Source: an optimization exercise on an open RTL-to-GDS flow (aim: small area). Production flows keep margins and buffers that such runs may drop.
Only simulation tests tie the RTL to the original design; equivalence was not proved.
Power and IR drop assume default switching activity.

[constraint.sdc]
create_clock -name core_clock -period 6.5 [get_ports {clk}]
set_input_delay 1.3000 -clock core_clock [delete_from_list [all_inputs] [get_ports {clk}]]
set_output_delay 1.3000 -clock core_clock [all_outputs]
set_load 0.01 [all_outputs]
[run.sh]
#!/bin/bash
# synth_recipe.tcl (not shown) runs the flow's synth.tcl, then flattens the netlist and writes it again
# the make line also repeats each setting of config.mk as NAME=value (left out here)
make -C /OpenROAD-flow-scripts/flow DESIGN_CONFIG=/design/flow/config.mk WORK_HOME=/design/flow/orfs CLKGATE_MAP_FILE= SYNTH_SCRIPT=/design/flow/synth_recipe.tcl finish
[design.v]
`default_nettype none
package weight_pkg;
    localparam int LANES = 3;
    localparam int LOW_BASE = 5;
    localparam int HIGH_BASE = 7;
    localparam int CODE_LIMIT = HIGH_BASE * HIGH_BASE * LOW_BASE;
    localparam int OP_W = 4;
    typedef logic [7:0] packed_weights_t;
    typedef struct packed {
        logic zero;
        logic negate;
        logic double_it;
        logic halve;
    } weight_op_t;
    typedef logic [LANES*OP_W-1:0] weight_lane_t;
endpackage
`default_nettype wire
`default_nettype none
package array_pkg;
    localparam int SLICES = 3;
    localparam int LANES = 3;
    localparam int ROWS = LANES * SLICES;
    localparam int COLS = SLICES;
    localparam int CELLS = ROWS * COLS;
    localparam int OP_W = 4;
    localparam int ACT_W = 8;
    localparam int ACC_W = 18;
    localparam int RESULT_W = 8;
    localparam int RESULT_SHIFT = 9;
    typedef logic signed [ACT_W-1:0] activation_t;
    typedef logic signed [ACT_W:0] addend_t;
    typedef logic signed [ACC_W-1:0] acc_t;
    typedef logic [RESULT_W-1:0] result_t;
    typedef logic [1:0] slice_count_t;
    typedef logic [ROWS*OP_W-1:0] group_ops_t;
    typedef logic [COLS*ACT_W-1:0] group_acts_t;
    typedef logic [CELLS*ACC_W-1:0] acc_array_t;
endpackage
`default_nettype wire
`default_nettype none
module weight_decoder (
    input  weight_pkg::packed_weights_t code,
    output weight_pkg::weight_lane_t lanes
);
    logic valid;
    logic [7:0] by_low;
    logic [2:0] top_digit;
    logic [2:0] mid_digit;
    logic [2:0] low_digit;
    function automatic weight_pkg::weight_op_t low_digit_op(input logic [2:0] digit);
        logic [2:0] magnitude;
        weight_pkg::weight_op_t op;
        op.negate = digit >= 3'd3;
        magnitude = op.negate ? digit - 3'd2 : digit;
        op.zero = digit == 3'd0;
        op.double_it = magnitude == 3'd2;
        op.halve = 1'b0;
        low_digit_op = op;
    endfunction
    function automatic weight_pkg::weight_op_t high_digit_op(input logic [2:0] digit);
        logic [2:0] magnitude;
        weight_pkg::weight_op_t op;
        op.negate = digit >= 3'd4;
        magnitude = op.negate ? digit - 3'd3 : digit;
        op.zero = digit == 3'd0;
        op.halve = magnitude == 3'd1;
        op.double_it = magnitude == 3'd3;
        high_digit_op = op;
    endfunction
    assign valid = code < 8'(weight_pkg::CODE_LIMIT);
    assign by_low = code / 8'(weight_pkg::LOW_BASE);
    assign low_digit = valid ? 3'(code % 8'(weight_pkg::LOW_BASE)) : 3'd0;
    assign mid_digit = valid ? 3'(by_low % 8'(weight_pkg::HIGH_BASE)) : 3'd0;
    assign top_digit = valid ? 3'(by_low / 8'(weight_pkg::HIGH_BASE)) : 3'd0;
    assign lanes[0*weight_pkg::OP_W +: weight_pkg::OP_W] = high_digit_op(top_digit);
    assign lanes[1*weight_pkg::OP_W +: weight_pkg::OP_W] = high_digit_op(mid_digit);
    assign lanes[2*weight_pkg::OP_W +: weight_pkg::OP_W] = low_digit_op(low_digit);
endmodule
`default_nettype wire
`default_nettype none
module operand_buffer (
    input  logic clk,
    input  logic reset,
    input  logic read_out,
    input  weight_pkg::weight_lane_t lanes,
    input  array_pkg::activation_t activation,
    output array_pkg::group_ops_t group_ops,
    output array_pkg::group_acts_t group_acts,
    output logic group_valid
);
    localparam int LANE_BITS = array_pkg::LANES * array_pkg::OP_W;
    array_pkg::slice_count_t slice_q;
    array_pkg::group_ops_t next_ops_q;
    array_pkg::group_acts_t next_acts_q;
    array_pkg::group_ops_t shifted_ops;
    array_pkg::group_acts_t shifted_acts;
    logic last_slice;
    assign last_slice = slice_q == array_pkg::slice_count_t'(array_pkg::SLICES - 1);
    assign shifted_ops = {lanes, next_ops_q[array_pkg::ROWS*array_pkg::OP_W-1:LANE_BITS]};
    assign shifted_acts = {activation,
                           next_acts_q[array_pkg::COLS*array_pkg::ACT_W-1:array_pkg::ACT_W]};
    always_ff @(posedge clk) begin
        if (reset || read_out) begin
            slice_q <= '0;
        end else if (last_slice) begin
            slice_q <= '0;
        end else begin
            slice_q <= slice_q + 1'b1;
        end
    end
    always_ff @(posedge clk) begin
        if (reset || read_out) begin
            group_valid <= 1'b0;
        end else begin
            group_valid <= last_slice;
        end
    end
    always_ff @(posedge clk) begin
        next_ops_q <= shifted_ops;
        next_acts_q <= shifted_acts;
        if (last_slice) begin
            group_ops <= shifted_ops;
            group_acts <= shifted_acts;
        end
    end
endmodule
`default_nettype wire
`default_nettype none
module mac_array (
    input  logic clk,
    input  logic reset,
    input  logic clear,
    input  array_pkg::group_ops_t group_ops,
    input  array_pkg::group_acts_t group_acts,
    input  logic group_valid,
    output array_pkg::acc_array_t acc_next
);
    array_pkg::acc_array_t acc_q;
    for (genvar r = 0; r < array_pkg::ROWS; r++) begin : g_row
        for (genvar c = 0; c < array_pkg::COLS; c++) begin : g_col
            localparam int IDX = r * array_pkg::COLS + c;
            weight_pkg::weight_op_t op;
            array_pkg::activation_t act;
            array_pkg::addend_t act_ext;
            array_pkg::addend_t addend;
            array_pkg::acc_t acc;
            array_pkg::acc_t sum;
            array_pkg::acc_t diff;
            assign op = group_ops[r*array_pkg::OP_W +: array_pkg::OP_W];
            assign act = group_acts[c*array_pkg::ACT_W +: array_pkg::ACT_W];
            assign acc = acc_q[IDX*array_pkg::ACC_W +: array_pkg::ACC_W];
            assign act_ext = array_pkg::addend_t'(act);
            assign addend = op.double_it ? act_ext <<< 1 :
                            op.halve     ? act_ext >>> 1 :
                                           act_ext;
            assign sum = acc + array_pkg::acc_t'(addend);
            assign diff = acc - array_pkg::acc_t'(addend);
            assign acc_next[IDX*array_pkg::ACC_W +: array_pkg::ACC_W] =
                (!group_valid || op.zero) ? acc :
                op.negate                 ? diff :
                                            sum;
        end
    end
    always_ff @(posedge clk) begin
        if (reset || clear) begin
            acc_q <= '0;
        end else begin
            acc_q <= acc_next;
        end
    end
endmodule
`default_nettype wire
`default_nettype none
module result_queue (
    input  logic clk,
    input  logic reset,
    input  logic load,
    input  array_pkg::acc_array_t acc_next,
    output array_pkg::result_t result
);
    array_pkg::acc_array_t queue_q;
    always_ff @(posedge clk) begin
        if (reset) begin
            queue_q <= '0;
        end else if (load) begin
            queue_q <= acc_next;
        end else begin
            queue_q <= {array_pkg::acc_t'(0),
                        queue_q[array_pkg::CELLS*array_pkg::ACC_W-1:array_pkg::ACC_W]};
        end
    end
    assign result = queue_q[array_pkg::RESULT_W + array_pkg::RESULT_SHIFT - 1:
                            array_pkg::RESULT_SHIFT];
endmodule
`default_nettype wire
`default_nettype none
module matmul_top (
    input  logic clk,
    input  logic reset,
    input  weight_pkg::packed_weights_t weights_in,
    input  array_pkg::activation_t activation_in,
    input  logic read_out,
    output array_pkg::result_t result
);
    weight_pkg::weight_lane_t lanes;
    array_pkg::group_ops_t group_ops;
    array_pkg::group_acts_t group_acts;
    logic group_valid;
    array_pkg::acc_array_t acc_next;
    weight_decoder u_decoder (
        .code  (weights_in),
        .lanes (lanes)
    );
    operand_buffer u_buffer (
        .clk         (clk),
        .reset       (reset),
        .read_out    (read_out),
        .lanes       (lanes),
        .activation  (activation_in),
        .group_ops   (group_ops),
        .group_acts  (group_acts),
        .group_valid (group_valid)
    );
    mac_array u_array (
        .clk         (clk),
        .reset       (reset),
        .clear       (read_out),
        .group_ops   (group_ops),
        .group_acts  (group_acts),
        .group_valid (group_valid),
        .acc_next    (acc_next)
    );
    result_queue u_queue (
        .clk      (clk),
        .reset    (reset),
        .load     (read_out),
        .acc_next (acc_next),
        .result   (result)
    );
endmodule
`default_nettype wire
[config.mk]
export PLATFORM = sky130hd
export DESIGN_NAME = matmul_top
export DESIGN_NICKNAME = matmul_top
export VERILOG_FILES = /design/flow/design.v
export SDC_FILE = /design/flow/constraint.sdc
export NUM_CORES = 4
export LEC_CHECK = 0
export CAP_MARGIN = 20
export CORE_MARGIN = 2
export CORE_UTILIZATION = 40
export SLEW_MARGIN = 20
==> flow_summary_export.csv <==
group,metric,value,unit
run_status,outcome,"no timing/DRC/antenna violations",
power,p_leak,0.02472,uW
route,first_iter_violations,3404,
logic_synthesis,synth-seq-cells,773,
global_routing,grt_start_max_net_pins,154,
finish,num-nets-final,7739,
route,drtAntennaViolNets,0,
critical_path,cp_slowest_cell,"clkdlybuf4s50_1",
clock_network,htreeDepth,3,
min_path,hold_class,"flip-flop to flip-flop",
timing,setup_tns,0,ps
power,powerDensity,203.8,mW/mm^2
critical_path,max_stage_delay,580,ps
power,switching_power,3457,uW
clock_network,clockBufferDepth,3,
finish,antenna_cells,0,
timing,hold_viol,0,
timing,rsz0062_at_grt,"false",
logic_synthesis,netlist_area,0.05647,sq mm
global_routing,grt_pass1_wl,257.3,mm
route,highest_layer,"met4",
route,wl,162.1,mm
logic_synthesis,yosysWarnings,4,
power,vdd_drop_max,0.1916,mV
clock_network,clock_sinks,773,
critical_path,rrSetupSlack,1010,ps
placement,placed_area,0.05894,sq mm
route,wl_met2,74.50,mm
critical_path,startpoint_type,"input port",
die,die_w,379.7,microns
logic_synthesis,synth_nets,7893,
finish,syn2layout_area_growth,10.54,%
critical_path,crit_required,7010,ps
die,design.core.area,0.1399,sq mm
logic_synthesis,synth-edff-count,57,
route,dr_total_vias,50646,
die,io_pins,27,
global_routing,grt_usage,21.73,%
die,start_util,40.37,%
timing,tightestPinTransition,1143,ps
route,wire_per_inst,17.71,microns
placement,gp_congestion,0.8823,
clock_network,cts_setup_buffers,0,
logic_synthesis,async_reset_ff_share,0,%
route,dr.pass1.iters,6,
route,vias_per_cell,5.536,
route,drc,0,
global_routing,grt_pass1_vias,47920,
logic_synthesis,dominantRegCellSynth,"dfxtp_1",
critical_path,crit_arrival,6720,ps
power,p_seq_share,39.7,%
global_routing,grt.overflow.total,0,
logic_synthesis,syn_avg_cell_area,7.686,sq um
timing,slew_viol_final,0,
clock_network,cts-root-buf,"clkbuf_16",
timing,clock.fmax,161.1,MHz
logic_synthesis,synth_cell_types,96,
placement,dpl.hpwl,112.3,mm
route,dr_wl_met3,7.420,mm
timing,fin_worst_skew,30.15,ps
clock_network,ctsHoldBuffers,0,
global_routing,antenna_found_initial,1,
logic_synthesis,synth_seq_area_share,28.41,%
die,placementRows,137,
clock_network,cts_tree,"built",
timing,fin_crit_sh,95.47,%
finish,final_area,0.06242,sq mm
clock_network,tritoncts.num_buffers,92,
power,power.share.combinational,14.9,%
critical_path,crit_type,"input port to flip-flop",
critical_path,crit_path_max_fanout,11,
die,fp.dieH,379.7,microns
finish,most-common-layout-cells,"nor2_1 (1077), a21oi_1 (915), dfxtp_1 (716)",
clock_network,insertion_delay,710,ps
power,pwr-share-clk,45.4,%
clock_network,cts.clk_slew.worst_paths,60,ps
critical_path,endpoint_kind,"flip-flop",
timing,relSlewSlack,23.80,%
power,switching_share,27.17,%
route,met1_length,75.43,mm
placement,io_buffers,26,
power,p_int,9266,uW
timing,setup_violations,0,
run,maxCapViolCount,0,
finish,final_common_cell,"nor2_1",
finish,drive_gt1_share,6.682,%
timing,period_needed,6205,ps
die,die_area,0.1442,sq mm
logic_synthesis,synth_cells,7347,
critical_path,cp_common_cell,"ha_1",
repair_timing:
action / in CTS / in global routing
setup endpoints to repair: 0 / 4
gates resized for setup: 0 / 10
hold endpoints to repair: 0 / 0
per-stage QoR:
step	hold WS [ps]	util (%)	setup WS, ps	instances	power (uW)
CTS	345.6	44.55	80.46	9145	12820
detailed placement	332.3	42.14	-651.9	8971	7021
floorplan	326.5	-	14.88	7347	6432
global placement	330.7	42.12	-497.2	8970	6989
finish	348.8	44.63	294.6	9149	12720
global route	355.4	44.63	3.105	9149	13260
power by group through the flow:
stage | clock network, uW | logic (uW) | registers, uW
floorplan | 0 | 1370 | 5070
global placement | 0 | 1830 | 5160
detailed placement | 0 | 1860 | 5160
CTS | 5890 | 1870 | 5050
global route | 6090 | 2110 | 5060
finish | 5770 | 1900 | 5050
path summary, 6_finish.rpt:
check                                        start                               end  cells past startpoint
hold / removal    u_buffer.next_acts_q[23]$_DFF_P_  u_buffer.next_acts_q[15]$_DFF_P_                      0
setup reg to reg  u_buffer.group_acts[9]$_DFFE_PP_   u_queue.queue_q[466]$_SDFF_PP0_                     18
setup / recovery                     weights_in[7]  u_buffer.group_ops[28]$_DFFE_PP_                     31
hold reg to reg   u_buffer.next_acts_q[23]$_DFF_P_  u_buffer.next_acts_q[15]$_DFF_P_                      0
cells in the mapped netlist, types with 15 or more instances:
cell type	number	share of area, %
xor2_1	174	2.7
o31a_1	16	0.25
nand2_1	659	4.4
nor2b_1	58	0.64
o22ai_1	32	0.35
dfxtp_1	716	25
a2111oi_0	25	0.39
edfxtp_1	57	3.0
nand2b_1	68	0.75
or2_2	30	0.33
nand4_1	32	0.35
a31o_2	27	0.42
clkbuf_1	386	2.6
mux2_2	30	0.60
o211ai_1	15	0.20
o31ai_1	32	0.43
or4_1	16	0.21
buf_1	62	0.41
o21ai_0	295	2.6
a31oi_1	132	1.5
o21a_1	48	0.64
and3_1	76	0.84
a21o_1	46	0.61
and2_1	102	1.1
nor2_1	1079	7.2
a21oi_1	916	8.1
o2111ai_1	26	0.40
o21bai_1	41	0.55
nand3_1	73	0.65
xnor2_1	296	4.6
nor3_1	127	1.1
inv_1	316	2.1
mux2i_1	306	5.4
o41ai_1	36	0.56
ha_1	500	11
nand3b_1	46	0.61
a211oi_1	245	3.3
a311oi_1	19	0.29
fa_1	27	0.96
worst max-delay path: cells and delay by family:
kind                     cells  cell delay, ps
AO/OA/AOI/OAI                8            1190
XOR/XNOR                     1             160
adder cells (fa/ha/maj)      7            1310
buffers and inverters        6            1200
multiplexers                 2             450
AND/OR/NAND/NOR              7            1100
logic make-up (layout without fill, tap and decap cells):
logic type,Yosys count,in the layout,synth area share [%]
buffers and inverters,788,714,5.364
adder cells (fa/ha/maj),527,527,12.04
flip-flops,773,773,28.41
XOR/XNOR,471,471,7.318
AND/OR/NAND/NOR,2427,2427,19.05
multiplexers,338,338,6.069
AO/OA/AOI/OAI,2023,2023,21.75
per-layer routing:
layer / vias up / global-route usage [%]
met2: 1073 / 36.70
met5: - / 0
met1: 23833 / 28.76
met3: 206 / 2.659
met4: 0 / 6.834
li1: 25534 / -
layout make-up:
cell class,count,area [sq um]
fillers,14034,77450
multi-input cells,5786,37550
flip-flops and latches,773,16050
clock buffers,122,2599
well taps,1876,2347
repair buffers,220,1903
inverters,320,1201
clock inverters,52,775.7

==> separate check: timing with driven ports <==
How much do the figures lean on ideal ports? The routed layout below was timed once more, with nothing changed but the port constraints.
Step 1 sets driving cells, clkbuf_16 on the clock port and buf_2 on the other inputs (assumed; they add their load-dependent delay and slew).
Step 2, shift: input delay + t, output delay - t, t = (earliest + latest rising clock arrival at the registers) / 2. This alone moves slack from input paths to output paths.
Slacks: ideal ports / drivers / drivers and shift; pairs: ideal ports / drivers.
t (ns): 0.762
setup slack, ns: 0.295 / 0.337 / -0.426
hold WS [ns]: 0.349 / 0.349 / 0.349
worst setup path after step 2: input to register
Met with ideal ports but missed after step 2: setup timing in this run. The setup slack of this run moves by +0.042 ns with the drivers and by -0.721 ns with both steps.
